From an optimization exercise on the open Yosys and OpenROAD flow, aimed at small area, a short achievable clock period and few clock cycles per item; shortcuts taken in it are not production practice.
In this exercise RTL edits were held to simulation tests only and were not proved equivalent to the original.
No activity file was given, so power comes from the tool's default toggle rates.

Design ip_fragment_reorder_buffer, start of the top module:
module ip_fragment_reorder_buffer #(
    parameter int MAX_FRAGMENTS = frb_pkg::MaxFragDef,
    parameter int HANDLE_BITS   = frb_pkg::HandleBitsDef
) (
    input  logic                            i_clk,
    input  logic                            i_rst_n,
    input  logic                            i_s_tvalid,
    output logic                            o_s_tready,
    input  logic [frb_pkg::InDataBits-1:0]  i_s_tdata,
    output logic                            o_m_tvalid,
    input  logic                            i_m_tready,
    output logic [7:0]                      o_m_tdata,    
    output logic [1:0]                      o_m_tuser,    
    output logic                            o_m_tlast     
);
Size: about 4800 cells after synthesis, ~740 flip-flops, about 81 I/O pins, about 40000 µm² of cells after synthesis.
export LEC_CHECK = 0
export ABC_AREA = 1
export CAP_MARGIN = 20
export CORE_MARGIN = 2
export CORE_UTILIZATION = 65
export CTS_CLUSTER_DIAMETER = 60
export CTS_CLUSTER_SIZE = 20
export SLEW_MARGIN = 20
export SETUP_SLACK_MARGIN = 7
export BUFFER_PORTS_ARGS = -buffer_cell sky130_fd_sc_hd__buf_2
create_clock -name core_clock -period 10.0 [get_ports {i_clk}]
standard.sh (not shown) runs the stock make flow with config.mk's settings and CLKGATE_MAP_FILE= SYNTH_SCRIPT=/design/flow/synth_recipe.tcl, a recipe that flattens the netlist after the stock synthesis.
==> flow/flow/run.sh <==
#!/bin/bash
set -e
echo "export SETUP_SLACK_MARGIN = 7" >> config.mk
echo "export BUFFER_PORTS_ARGS = -buffer_cell sky130_fd_sc_hd__buf_2" >> config.mk
bash standard.sh > standard.log 2>&1
Testbench counts at the start, summed over its fixed seeds: cycles 17,446, items 9,628.
Edit:
--- a/flow/design.v
+++ b/flow/design.v
@@ -72,25 +72,25 @@
     output logic [1:0]      o_m_tuser,    
     output logic            o_m_tlast     
 );
     localparam int N  = MAX_FRAGMENTS;
     localparam int IW = $clog2(MAX_FRAGMENTS);
     localparam logic [1:0] ModeNew = 2'd0;
     localparam logic [1:0] ModeRel = 2'd1;
     localparam logic [1:0] ModeDis = 2'd2;
     function automatic logic gt13(input logic [12:0] a, input logic [12:0] b);
-        logic [15:0] g, q;
+        logic [15:0] g, e;
         g = {3'b000, a & ~b};
-        q = {3'b111, a | ~b};
+        e = {3'b111, ~(a ^ b)};
         for (int w = 1; w < 16; w = w * 2) begin
             for (int k = 0; k < 16; k = k + 2 * w) begin
-                g[k] = g[k + w] | (q[k + w] & g[k]);
-                q[k] = g[k + w] | (q[k + w] & q[k]);
+                g[k] = g[k + w] | (e[k + w] & g[k]);
+                e[k] = e[k + w] & e[k];
             end
         end
         gt13 = g[0];
     endfunction
     logic                   r_iv, r_qv, r_rdy;
     logic [52:16]           r_q;
     logic                   r_ideq0;      
     logic [N-1:0]           r_ple;        
     logic                   r_ideq;       
@@ -112,40 +112,35 @@
     assign w_off  = r_q[28:16];
     assign w_nend = r_q[41:29];
     assign w_nea  = r_q[42];
     assign w_mf   = r_q[43];
     assign w_hd   = r_q[51:44];
     assign w_off0 = r_q[52];
     logic [N-1:0] w_ge;       
     logic [N-1:0] w_at;       
     logic [N-1:0] w_pred;     
-    logic [12:0]  w_pend;     
-    logic         w_pea;      
-    logic [12:0]  w_soff;     
+    logic [N-1:0] w_peq;      
+    logic [N-1:0] w_seq;      
     logic         w_has_succ;
     logic         w_pl, w_sl, w_others, w_lmf, w_complete;
     always_comb begin
         w_ge = r_ple & r_vld;
         for (int i = 0; i < N; i++) begin
             w_at[i]   = ((i == 0) ? 1'b1 : w_ge[(i > 0) ? i - 1 : 0]) && !w_ge[i];
             w_pred[i] = w_ge[i] && ((i == N - 1) ? 1'b1 : !w_ge[(i < N - 1) ? i + 1 : 0]);
         end
-        w_pend = '0;
-        w_pea  = 1'b0;
-        w_soff = '0;
         for (int i = 0; i < N; i++) begin
-            w_pend = w_pend | (w_pred[i] ? r_end[i] : 13'd0);
-            w_pea  = w_pea | (w_pred[i] && r_ea[i]);
-            w_soff = w_soff | ((w_at[i] && r_vld[i]) ? r_off[i] : 13'd0);
+            w_peq[i] = r_ea[i] && (r_end[i] == w_off);
+            w_seq[i] = r_off[i] == w_nend;
         end
         w_has_succ = |(w_at & r_vld);
-        w_pl = w_ge[0] ? (w_pea && w_pend == w_off) : w_off0;
-        w_sl = w_nea && w_soff == w_nend;
+        w_pl = w_ge[0] ? |(w_pred & w_peq) : w_off0;
+        w_sl = w_nea && |(w_at & r_vld & w_seq);
         w_others = &(~r_vld | r_lnk | w_at);
         w_lmf = w_has_succ ? r_lmf : w_mf;
         w_complete = w_pl && (!w_has_succ || w_sl) && w_others && !w_lmf;
     end
     logic         w_emit;
     logic [10:0]  w_word_nc;    
     logic [10:0]  w_word_c;     
     logic         w_ins, w_cf, w_flush_nc;
     logic [1:0]   n_mode_nc, n_mode;
Worst setup slack gains 0.082 ns.
Combinational power goes up by a quarter to a third.
Synthesized cell count goes up by a little under a tenth.
Die area goes up by a little under a tenth.
Clock power goes up by roughly a tenth.
Non-clock buffer count goes down by 114.
Core utilization goes down by 2.0 points.
Sequential share of layout area goes down by 2.8 points.
Sequential power stays flat.
Testbench counts after the change, summed over its fixed seeds: cycles 17,446, items 9,628.

* * *

Another version of the RTL of ip_fragment_reorder_buffer (not shown whole).
Size in the first run: about 81 I/O pins, about 41000 sq um of cells after synthesis.
==> flow/config.mk <==
export PLATFORM = sky130hd
export DESIGN_NAME = ip_fragment_reorder_buffer
export DESIGN_NICKNAME = ip_fragment_reorder_buffer
export VERILOG_FILES = /design/flow/design.v
export SDC_FILE = /design/flow/constraint.sdc
export NUM_CORES = 4
export LEC_CHECK = 0
export ABC_AREA = 1
export CAP_MARGIN = 20
export CORE_MARGIN = 2
export CORE_UTILIZATION = 65
export CTS_CLUSTER_DIAMETER = 60
export CTS_CLUSTER_SIZE = 20
export SLEW_MARGIN = 20
export SETUP_SLACK_MARGIN = 7
export BUFFER_PORTS_ARGS = -buffer_cell sky130_fd_sc_hd__buf_2
==> flow/constraint.sdc <==
create_clock -name core_clock -period 10.0 [get_ports {i_clk}]
set_input_delay 2.0000 -clock core_clock [delete_from_list [all_inputs] [get_ports {i_clk}]]
set_output_delay 2.0000 -clock core_clock [all_outputs]
set_load 0.01 [all_outputs]
Scripts as last shown in full above: flow/flow/run.sh
The starting point ran to the end with no violations.
Testbench counts at the start, summed over its fixed seeds: cycles 17,446, items 9,628.
Next try:
--- a/flow/design.v
+++ b/flow/design.v
@@ -58,19 +58,18 @@
 `timescale 1ns / 1ps
 module frb_back #(
     parameter int MAX_FRAGMENTS = frb_pkg::MaxFragDef,
     parameter int HANDLE_BITS   = frb_pkg::HandleBitsDef
 ) (
     input  logic            i_clk,
     input  logic            i_rst_n,
     input  logic            i_s_tvalid,
     output logic            o_s_tready,
-    input  logic [15:0]     i_s_id,       
     input  logic [52:0]     i_frag,
     output logic            o_m_tvalid,
     input  logic            i_m_tready,
     output logic [7:0]      o_m_tdata,    
     output logic [1:0]      o_m_tuser,    
     output logic            o_m_tlast     
 );
     localparam int N  = MAX_FRAGMENTS;
     localparam int IW = $clog2(MAX_FRAGMENTS);
@@ -84,68 +83,64 @@
         for (int w = 1; w < 16; w = w * 2) begin
             for (int k = 0; k < 16; k = k + 2 * w) begin
                 g[k] = g[k + w] | (e[k + w] & g[k]);
                 e[k] = e[k + w] & e[k];
             end
         end
         gt13 = g[0];
     endfunction
     logic                   r_iv, r_qv, r_rdy;
-    logic [52:16]           r_q;
-    logic                   r_ideq0;      
+    logic [52:0]            r_q;
     logic [N-1:0]           r_ple;        
     logic                   r_ideq;       
     logic [12:0]            r_off [N];
     logic [12:0]            r_end [N];    
     logic [N-1:0]           r_ea;         
     logic [HANDLE_BITS-1:0] r_hd  [N];
     logic [N-1:0]           r_vld;
     logic [N-1:0]           r_lnk;
     logic                   r_lmf;
     logic [1:0]             r_mode;
     logic [IW-1:0]          r_idx;
     logic                   r_ov, r_sv;
     logic [10:0]            r_ow, r_sw;
+    logic [15:0] w_id;
     logic [12:0] w_off;
     logic [12:0] w_nend;
     logic        w_nea, w_mf, w_off0;
     logic [7:0]  w_hd;
+    assign w_id   = r_q[15:0];
     assign w_off  = r_q[28:16];
     assign w_nend = r_q[41:29];
     assign w_nea  = r_q[42];
     assign w_mf   = r_q[43];
     assign w_hd   = r_q[51:44];
     assign w_off0 = r_q[52];
     logic [N-1:0] w_ge;       
     logic [N-1:0] w_at;       
     logic [N-1:0] w_pred;     
-    logic [12:0]  w_pend;     
-    logic         w_pea;      
-    logic [12:0]  w_soff;     
+    logic [N-1:0] w_peq;      
+    logic [N-1:0] w_seq;      
     logic         w_has_succ;
     logic         w_pl, w_sl, w_others, w_lmf, w_complete;
     always_comb begin
         w_ge = r_ple & r_vld;
         for (int i = 0; i < N; i++) begin
             w_at[i]   = ((i == 0) ? 1'b1 : w_ge[(i > 0) ? i - 1 : 0]) && !w_ge[i];
             w_pred[i] = w_ge[i] && ((i == N - 1) ? 1'b1 : !w_ge[(i < N - 1) ? i + 1 : 0]);
         end
-        w_pend = '0;
-        w_pea  = 1'b0;
-        w_soff = '0;
         for (int i = 0; i < N; i++) begin
-            w_pend = w_pend | (w_pred[i] ? r_end[i] : 13'd0);
-            w_pea  = w_pea | (w_pred[i] && r_ea[i]);
-            w_soff = w_soff | ((w_at[i] && r_vld[i]) ? r_off[i] : 13'd0);
+            w_peq[i] = r_ea[i] && (r_end[i] == w_off);
+            w_seq[i] = r_off[i] == w_nend;
         end
         w_has_succ = |(w_at & r_vld);
-        w_pl = w_ge[0] ? (w_pea && w_pend == w_off) : w_off0;
-        w_sl = w_nea && w_soff == w_nend;
+        w_pl = w_ge[0] ? |(w_pred & w_peq) : w_off0;
+        w_sl = w_nea && |(w_at & r_vld & w_seq);
         w_others = &(~r_vld | r_lnk | w_at);
         w_lmf = w_has_succ ? r_lmf : w_mf;
         w_complete = w_pl && (!w_has_succ || w_sl) && w_others && !w_lmf;
     end
     logic         w_emit;
     logic [10:0]  w_word_nc;    
     logic [10:0]  w_word_c;     
     logic         w_ins, w_cf, w_flush_nc;
     logic [1:0]   n_mode_nc, n_mode;
@@ -230,19 +225,19 @@
                     n_ple[i]  = w_dle;
                 end else begin
                     n_ple[i]  = w_cle[(i > 0) ? i - 1 : 0];
                 end
             end else begin
                 n_ple[i]  = w_cle[i];
             end
         end
         if (w_load) begin
-            n_ideq = r_ideq0;
+            n_ideq = i_frag[15:0] == w_id;
         end else begin
             n_ideq = r_ideq;
         end
         w_cond_nc = n_mode_nc == ModeNew && !n_sv && (!n_vld_nc[0] || n_ideq);
     end
     always_ff @(posedge i_clk) begin
         if (!i_rst_n) begin
             r_iv   <= 1'b0;
             r_qv   <= 1'b0;
@@ -259,25 +254,22 @@
             r_vld  <= n_vld;
             if (w_oload) begin
                 r_ov <= r_sv || w_emit;
             end
             r_sv   <= n_sv;
         end
     end
     always_ff @(posedge i_clk) begin
         if (w_load && r_iv) begin
-            r_q    <= i_frag[52:16];
+            r_q    <= i_frag;
             r_ple  <= n_ple;
         end
         r_ideq <= n_ideq;
-        if (r_rdy && i_s_tvalid) begin
-            r_ideq0 <= i_s_id == i_frag[15:0];
-        end
         r_idx  <= n_idx;
         if (w_oload) begin
             r_ow <= w_cf ? w_word_c : (r_sv ? r_sw : w_word_nc);
         end
         if (w_emit) begin
             r_sw <= w_cf ? w_word_c : w_word_nc;
         end
         if (w_ins && !w_has_succ) begin
             r_lmf <= w_mf;
@@ -331,18 +323,17 @@
     );
     frb_back #(
         .MAX_FRAGMENTS (MAX_FRAGMENTS),
         .HANDLE_BITS   (HANDLE_BITS)
     ) u_back (
         .i_clk      (i_clk),
         .i_rst_n    (i_rst_n),
         .i_s_tvalid (i_s_tvalid),
         .o_s_tready (o_s_tready),
-        .i_s_id     (i_s_tdata[15:0]),
         .i_frag     (w_frag),
         .o_m_tvalid (o_m_tvalid),
         .i_m_tready (i_m_tready),
         .o_m_tdata  (o_m_tdata),
         .o_m_tuser  (o_m_tuser),
         .o_m_tlast  (o_m_tlast)
     );
 endmodule
Cell count rises by roughly a tenth.
Routed wire length rises by a few percent.
Design area rises by a few percent.
Flip-flop and latch count rises by 14.
Power rises by roughly a tenth.
Combinational power rises by well over a third.
Clock skew rises by 0.0042 ns.
First-iteration DRC count falls by roughly a tenth.
Clock-buffer cell count rises by 6.
Global-route usage falls by 2.4 points.
Non-clock buffer count falls by 6.
Testbench counts after the change, summed over its fixed seeds: cycles 17,446, items 9,628.

* * *

Setup of juniper:
The RTL this note starts from:
==> flow/design.v <==
`timescale 1ns / 1ps
package frb_pkg;
    localparam int MaxFragDef   = 16;
    localparam int HandleBitsDef = 8;
    localparam int InDataBits   = 64;
    localparam int FragBits     = 58;
    typedef enum logic [1:0] {
        ACT_HELD    = 2'd0,
        ACT_RELEASE = 2'd1,
        ACT_DISCARD = 2'd2,
        ACT_REJECT  = 2'd3
    } t_action;
    typedef struct packed {
        logic [15:0] datagram_id;
        logic [12:0] frag_offset;
        logic [15:0] total_length;
        logic [3:0]  header_words;
        logic        more_fragments;
        logic [7:0]  handle;
    } t_frag;
endpackage
`timescale 1ns / 1ps
module frb_front (
    input  logic                                i_clk,
    input  logic                                i_load,
    input  logic [frb_pkg::InDataBits-1:0]      i_s_tdata,
    output logic [52:0]                         o_frag
);
    logic [57:0] r_in;
    always_ff @(posedge i_clk) begin
        if (i_load) begin
            r_in <= i_s_tdata[57:0];
        end
    end
    logic [15:0] w_x, w_y, w_z, w_s, w_c, w_end;
    function automatic logic [15:0] add16(input logic [15:0] a, input logic [15:0] b);
        logic [15:0] g, p, pp;
        g  = a & b;
        p  = a ^ b;
        pp = p;
        for (int d = 1; d < 16; d = d * 2) begin
            for (int i = 15; i >= d; i--) begin
                g[i]  = g[i] | (pp[i] & g[i - d]);
                pp[i] = pp[i] & pp[i - d];
            end
        end
        add16 = p ^ {g[14:0], 1'b0};
    endfunction
    assign w_x   = {r_in[28:16], 3'b000};
    assign w_y   = r_in[44:29];
    assign w_z   = ~{10'd0, r_in[48:45], 2'b00};
    assign w_s   = w_x ^ w_y ^ w_z;
    assign w_c   = {(w_x[14:0] & w_y[14:0]) | (w_x[14:0] & w_z[14:0]) | (w_y[14:0] & w_z[14:0]), 1'b1};
    assign w_end = add16(w_s, w_c);
    assign o_frag = {r_in[28:16] == 13'd0, r_in[57:49],
                     w_end[2:0] == 3'b000, w_end[15:3], r_in[28:0]};
endmodule
`timescale 1ns / 1ps
module frb_back #(
    parameter int MAX_FRAGMENTS = frb_pkg::MaxFragDef,
    parameter int HANDLE_BITS   = frb_pkg::HandleBitsDef
) (
    input  logic            i_clk,
    input  logic            i_rst_n,
    input  logic            i_s_tvalid,
    output logic            o_s_tready,
    input  logic [52:0]     i_frag,
    output logic            o_m_tvalid,
    input  logic            i_m_tready,
    output logic [7:0]      o_m_tdata,    
    output logic [1:0]      o_m_tuser,    
    output logic            o_m_tlast     
);
    localparam int N  = MAX_FRAGMENTS;
    localparam int IW = $clog2(MAX_FRAGMENTS);
    localparam logic [1:0] ModeNew = 2'd0;
    localparam logic [1:0] ModeRel = 2'd1;
    localparam logic [1:0] ModeDis = 2'd2;
    function automatic logic gt13(input logic [12:0] a, input logic [12:0] b);
        logic [15:0] g, e;
        g = {3'b000, a & ~b};
        e = {3'b111, ~(a ^ b)};
        for (int w = 1; w < 16; w = w * 2) begin
            for (int k = 0; k < 16; k = k + 2 * w) begin
                g[k] = g[k + w] | (e[k + w] & g[k]);
                e[k] = e[k + w] & e[k];
            end
        end
        gt13 = g[0];
    endfunction
    logic                   r_iv, r_qv, r_rdy;
    logic [52:0]            r_q;
    logic [N-1:0]           r_ple;        
    logic                   r_ideq;       
    logic [12:0]            r_off [N];
    logic [12:0]            r_end [N];    
    logic [N-1:0]           r_ea;         
    logic [HANDLE_BITS-1:0] r_hd  [N];
    logic [N-1:0]           r_vld;
    logic [N-1:0]           r_lnk;
    logic                   r_lmf;
    logic [1:0]             r_mode;
    logic [IW-1:0]          r_idx;
    logic                   r_ov, r_sv;
    logic [10:0]            r_ow, r_sw;
    logic [15:0] w_id;
    logic [12:0] w_off;
    logic [12:0] w_nend;
    logic        w_nea, w_mf, w_off0;
    logic [7:0]  w_hd;
    assign w_id   = r_q[15:0];
    assign w_off  = r_q[28:16];
    assign w_nend = r_q[41:29];
    assign w_nea  = r_q[42];
    assign w_mf   = r_q[43];
    assign w_hd   = r_q[51:44];
    assign w_off0 = r_q[52];
    logic [N-1:0] w_ge;       
    logic [N-1:0] w_at;       
    logic [N-1:0] w_pred;     
    logic [N-1:0] w_peq;      
    logic [N-1:0] w_seq;      
    logic         w_has_succ;
    logic         w_pl, w_sl, w_others, w_lmf, w_complete;
    always_comb begin
        w_ge = r_ple & r_vld;
        for (int i = 0; i < N; i++) begin
            w_at[i]   = ((i == 0) ? 1'b1 : w_ge[(i > 0) ? i - 1 : 0]) && !w_ge[i];
            w_pred[i] = w_ge[i] && ((i == N - 1) ? 1'b1 : !w_ge[(i < N - 1) ? i + 1 : 0]);
        end
        for (int i = 0; i < N; i++) begin
            w_peq[i] = r_ea[i] && (r_end[i] == w_off);
            w_seq[i] = r_off[i] == w_nend;
        end
        w_has_succ = |(w_at & r_vld);
        w_pl = w_ge[0] ? |(w_pred & w_peq) : w_off0;
        w_sl = w_nea && |(w_at & r_vld & w_seq);
        w_others = &(~r_vld | r_lnk | w_at);
        w_lmf = w_has_succ ? r_lmf : w_mf;
        w_complete = w_pl && (!w_has_succ || w_sl) && w_others && !w_lmf;
    end
    logic         w_emit;
    logic [10:0]  w_word;
    logic         w_ins, w_flush;
    logic [1:0]   n_mode;
    logic [IW-1:0] n_idx;
    logic         w_idx_last;
    logic         w_diff;
    assign w_idx_last = (r_idx == IW'(N - 1)) || !r_vld[r_idx + IW'(1)];
    assign w_diff     = r_vld[0] && !r_ideq;
    always_comb begin
        w_emit  = 1'b0;
        w_word  = '0;
        w_ins   = 1'b0;
        w_flush = 1'b0;
        n_mode  = r_mode;
        n_idx   = r_idx;
        if (!r_sv) begin
            case (r_mode)
                ModeRel: begin
                    w_emit = 1'b1;
                    w_word = {w_idx_last, frb_pkg::ACT_RELEASE, r_hd[r_idx]};
                    n_idx  = r_idx + IW'(1);
                    if (w_idx_last) begin
                        w_flush = 1'b1;
                        n_mode  = ModeNew;
                    end
                end
                ModeDis: begin
                    w_emit = 1'b1;
                    w_word = {1'b0, frb_pkg::ACT_DISCARD, r_hd[r_idx]};
                    n_idx  = r_idx + IW'(1);
                    if (w_idx_last) begin
                        w_flush = 1'b1;
                        n_mode  = ModeNew;
                    end
                end
                default: begin
                    if (r_qv) begin
                        w_emit = 1'b1;
                        if (w_diff) begin
                            w_word = {1'b0, frb_pkg::ACT_DISCARD, r_hd[0]};
                            n_idx  = IW'(1);
                            if (!r_vld[1]) begin
                                w_flush = 1'b1;
                            end else begin
                                n_mode = ModeDis;
                            end
                        end else if (r_vld[N-1]) begin
                            w_word  = {1'b1, frb_pkg::ACT_REJECT, w_hd};
                        end else begin
                            w_ins   = 1'b1;
                            if (!w_complete) begin
                                w_word = {1'b1, frb_pkg::ACT_HELD, w_hd};
                            end else if (!r_vld[0]) begin
                                w_word  = {1'b1, frb_pkg::ACT_RELEASE, w_hd};
                                w_flush = 1'b1;
                            end else begin
                                w_word = {1'b0, frb_pkg::ACT_RELEASE,
                                          w_ge[0] ? r_hd[0] : w_hd};
                                n_idx  = IW'(1);
                                n_mode = ModeRel;
                            end
                        end
                    end
                end
            endcase
        end
    end
    logic         w_oload;      
    logic         w_load;       
    logic         n_sv;
    logic [N-1:0] n_vld;
    logic         n_iv, n_qv, n_ideq, n_rdy;
    logic [N-1:0] w_cle, n_ple;
    logic         w_dle;
    assign w_oload = !r_ov || i_m_tready;
    assign n_sv    = !w_oload && (r_sv || w_emit);
    assign n_vld   = w_flush ? '0 : (w_ins ? {r_vld[N-2:0], 1'b1} : r_vld);
    assign w_load  = !r_qv || (r_mode == ModeNew && !r_sv && !w_diff);
    assign n_iv    = r_rdy ? i_s_tvalid : (r_iv && !w_load);
    assign n_qv    = w_load ? r_iv : 1'b1;
    always_comb begin
        for (int i = 0; i < N; i++) begin
            w_cle[i]  = !gt13(r_off[i], i_frag[28:16]);
        end
        w_dle  = !gt13(w_off, i_frag[28:16]);
        for (int i = 0; i < N; i++) begin
            if (w_ins && !w_ge[i]) begin
                if (w_at[i]) begin
                    n_ple[i]  = w_dle;
                end else begin
                    n_ple[i]  = w_cle[(i > 0) ? i - 1 : 0];
                end
            end else begin
                n_ple[i]  = w_cle[i];
            end
        end
        if (w_load) begin
            n_ideq = i_frag[15:0] == w_id;
        end else begin
            n_ideq = r_ideq;
        end
        n_rdy = !n_iv || !n_qv || (n_mode == ModeNew && !n_sv && (!n_vld[0] || n_ideq));
    end
    always_ff @(posedge i_clk) begin
        if (!i_rst_n) begin
            r_iv   <= 1'b0;
            r_qv   <= 1'b0;
            r_rdy  <= 1'b1;
            r_mode <= ModeNew;
            r_vld  <= '0;
            r_ov   <= 1'b0;
            r_sv   <= 1'b0;
        end else begin
            r_iv   <= n_iv;
            r_qv   <= n_qv;
            r_rdy  <= n_rdy;
            r_mode <= n_mode;
            r_vld  <= n_vld;
            if (w_oload) begin
                r_ov <= r_sv || w_emit;
            end
            r_sv   <= n_sv;
        end
    end
    always_ff @(posedge i_clk) begin
        if (w_load && r_iv) begin
            r_q    <= i_frag;
            r_ple  <= n_ple;
        end
        r_ideq <= n_ideq;
        r_idx  <= n_idx;
        if (w_oload) begin
            r_ow <= r_sv ? r_sw : w_word;
        end
        if (w_emit) begin
            r_sw <= w_word;
        end
        if (w_ins && !w_has_succ) begin
            r_lmf <= w_mf;
        end
    end
    always_ff @(posedge i_clk) begin
        for (int i = 0; i < N; i++) begin
            if (w_ins && !w_ge[i]) begin
                if (w_at[i]) begin
                    r_off[i] <= w_off;
                    r_end[i] <= w_nend;
                    r_ea[i]  <= w_nea;
                    r_hd[i]  <= w_hd;
                    r_lnk[i] <= w_pl;
                end else begin
                    r_off[i] <= r_off[(i > 0) ? i - 1 : 0];
                    r_end[i] <= r_end[(i > 0) ? i - 1 : 0];
                    r_ea[i]  <= r_ea[(i > 0) ? i - 1 : 0];
                    r_hd[i]  <= r_hd[(i > 0) ? i - 1 : 0];
                    r_lnk[i] <= w_at[(i > 0) ? i - 1 : 0] ? w_sl : r_lnk[(i > 0) ? i - 1 : 0];
                end
            end
        end
    end
    assign o_s_tready = r_rdy;
    assign o_m_tvalid = r_ov;
    assign {o_m_tlast, o_m_tuser, o_m_tdata} = r_ow;
endmodule
`timescale 1ns / 1ps
module ip_fragment_reorder_buffer #(
    parameter int MAX_FRAGMENTS = frb_pkg::MaxFragDef,
    parameter int HANDLE_BITS   = frb_pkg::HandleBitsDef
) (
    input  logic                            i_clk,
    input  logic                            i_rst_n,
    input  logic                            i_s_tvalid,
    output logic                            o_s_tready,
    input  logic [frb_pkg::InDataBits-1:0]  i_s_tdata,
    output logic                            o_m_tvalid,
    input  logic                            i_m_tready,
    output logic [7:0]                      o_m_tdata,    
    output logic [1:0]                      o_m_tuser,    
    output logic                            o_m_tlast     
);
    logic [52:0] w_frag;
    frb_front u_front (
        .i_clk      (i_clk),
        .i_load     (o_s_tready),
        .i_s_tdata  (i_s_tdata),
        .o_frag     (w_frag)
    );
    frb_back #(
        .MAX_FRAGMENTS (MAX_FRAGMENTS),
        .HANDLE_BITS   (HANDLE_BITS)
    ) u_back (
        .i_clk      (i_clk),
        .i_rst_n    (i_rst_n),
        .i_s_tvalid (i_s_tvalid),
        .o_s_tready (o_s_tready),
        .i_frag     (w_frag),
        .o_m_tvalid (o_m_tvalid),
        .i_m_tready (i_m_tready),
        .o_m_tdata  (o_m_tdata),
        .o_m_tuser  (o_m_tuser),
        .o_m_tlast  (o_m_tlast)
    );
endmodule
==> flow/config.mk <==
export PLATFORM = sky130hd
export DESIGN_NAME = ip_fragment_reorder_buffer
export DESIGN_NICKNAME = ip_fragment_reorder_buffer
export VERILOG_FILES = /design/flow/design.v
export SDC_FILE = /design/flow/constraint.sdc
export NUM_CORES = 4
export LEC_CHECK = 0
export ABC_AREA = 1
export CAP_MARGIN = 20
export CORE_MARGIN = 2
export CORE_UTILIZATION = 65
export CTS_CLUSTER_DIAMETER = 60
export CTS_CLUSTER_SIZE = 20
export SLEW_MARGIN = 20
export SETUP_SLACK_MARGIN = 7
==> flow/constraint.sdc <==
create_clock -name core_clock -period 10.0 [get_ports {i_clk}]
set_input_delay 2.0000 -clock core_clock [delete_from_list [all_inputs] [get_ports {i_clk}]]
set_output_delay 2.0000 -clock core_clock [all_outputs]
set_load 0.01 [all_outputs]
==> flow/flow/run.sh <==
#!/bin/bash
set -e
echo "export SETUP_SLACK_MARGIN = 7" >> config.mk
bash standard.sh > standard.log 2>&1
juniper ran to completion and came out clean on the timing, design-rule and antenna checks.
Testbench counts of juniper, summed over its fixed seeds: cycles 17,446, items 9,628.
What violet does differently from juniper at the input level:
-- flow/design.v --
<<< juniper, line 119
    logic [N-1:0] w_at;       
    logic [N-1:0] w_pred;     
    logic [N-1:0] w_peq;      
    logic [N-1:0] w_seq;      
    logic         w_has_succ;
    logic         w_pl, w_sl, w_others, w_lmf, w_complete;
>>> violet, line 119
    logic [N-1:0] w_at;       
    logic [N-1:0] w_pred;     
    logic [12:0]  w_pend;     
    logic         w_pea;      
    logic [12:0]  w_soff;     
    logic         w_has_succ;
    logic         w_pl, w_sl, w_others, w_lmf, w_complete;
<<< juniper, line 129
            w_pred[i] = w_ge[i] && ((i == N - 1) ? 1'b1 : !w_ge[(i < N - 1) ? i + 1 : 0]);
        end
        for (int i = 0; i < N; i++) begin
            w_peq[i] = r_ea[i] && (r_end[i] == w_off);
            w_seq[i] = r_off[i] == w_nend;
        end
        w_has_succ = |(w_at & r_vld);
        w_pl = w_ge[0] ? |(w_pred & w_peq) : w_off0;
        w_sl = w_nea && |(w_at & r_vld & w_seq);
        w_others = &(~r_vld | r_lnk | w_at);
        w_lmf = w_has_succ ? r_lmf : w_mf;
>>> violet, line 130
            w_pred[i] = w_ge[i] && ((i == N - 1) ? 1'b1 : !w_ge[(i < N - 1) ? i + 1 : 0]);
        end
        w_pend = '0;
        w_pea  = 1'b0;
        w_soff = '0;
        for (int i = 0; i < N; i++) begin
            w_pend = w_pend | (w_pred[i] ? r_end[i] : 13'd0);
            w_pea  = w_pea | (w_pred[i] && r_ea[i]);
            w_soff = w_soff | ((w_at[i] && r_vld[i]) ? r_off[i] : 13'd0);
        end
        w_has_succ = |(w_at & r_vld);
        w_pl = w_ge[0] ? (w_pea && w_pend == w_off) : w_off0;
        w_sl = w_nea && w_soff == w_nend;
        w_others = &(~r_vld | r_lnk | w_at);
        w_lmf = w_has_succ ? r_lmf : w_mf;
--- outcome ---
Delta (violet minus juniper): timing-limited maximum frequency went down 7.1%; clock network fraction of total power saw an increase; layout overhead on the synthesized area saw an increase; worst-case vdd ir drop now smaller.
violet vs. juniper: xor and xnor fraction of the mapped netlist area fell by 1.6 points, sequential cell power lower.
Of the two candidates, juniper has the better total detailed-routing wirelength and violet the worse one.
Testbench counts of violet, summed over its fixed seeds: cycles 17,446, items 9,628.

==> port drivers added, routing unchanged <==
How much do the figures lean on ideal ports? The routed layouts below were timed once more, with nothing changed but the port constraints.
Step 1 sets driving cells, clkbuf_16 on the clock port and buf_2 on the other inputs (assumed; they add their load-dependent delay and slew).
Step 2 times the ports against the registers' clock, not the clock port: input delays grow and output delays shrink by t, the midpoint of the rising clock arrivals with the driver on.
Three values: ideal, step 1, step 2; two values: the first two.
run | t (ns) | slack for setup (ns) | worst setup path at the end
the first run of note 1 | 0.724 | 6.732 / 6.671 / 6.644 | input to register
the second run of note 1 | 0.714 | 6.814 / 6.748 / 6.591 | input to register
the first run of note 2 | 0.724 | 6.791 / 6.725 / 6.716 | input to register
the second run of note 2 | 0.724 | 6.757 / 6.694 / 6.783 | input to register
juniper | 0.722 | 6.724 / 6.657 / 6.488 | input to register
violet | 0.728 | 6.473 / 6.473 / 6.473 | register to register
After both steps setup and hold are still met in every run listed. For juniper, which loses most, drivers alone change the setup slack by -0.067 ns; drivers and shift together by -0.236 ns.
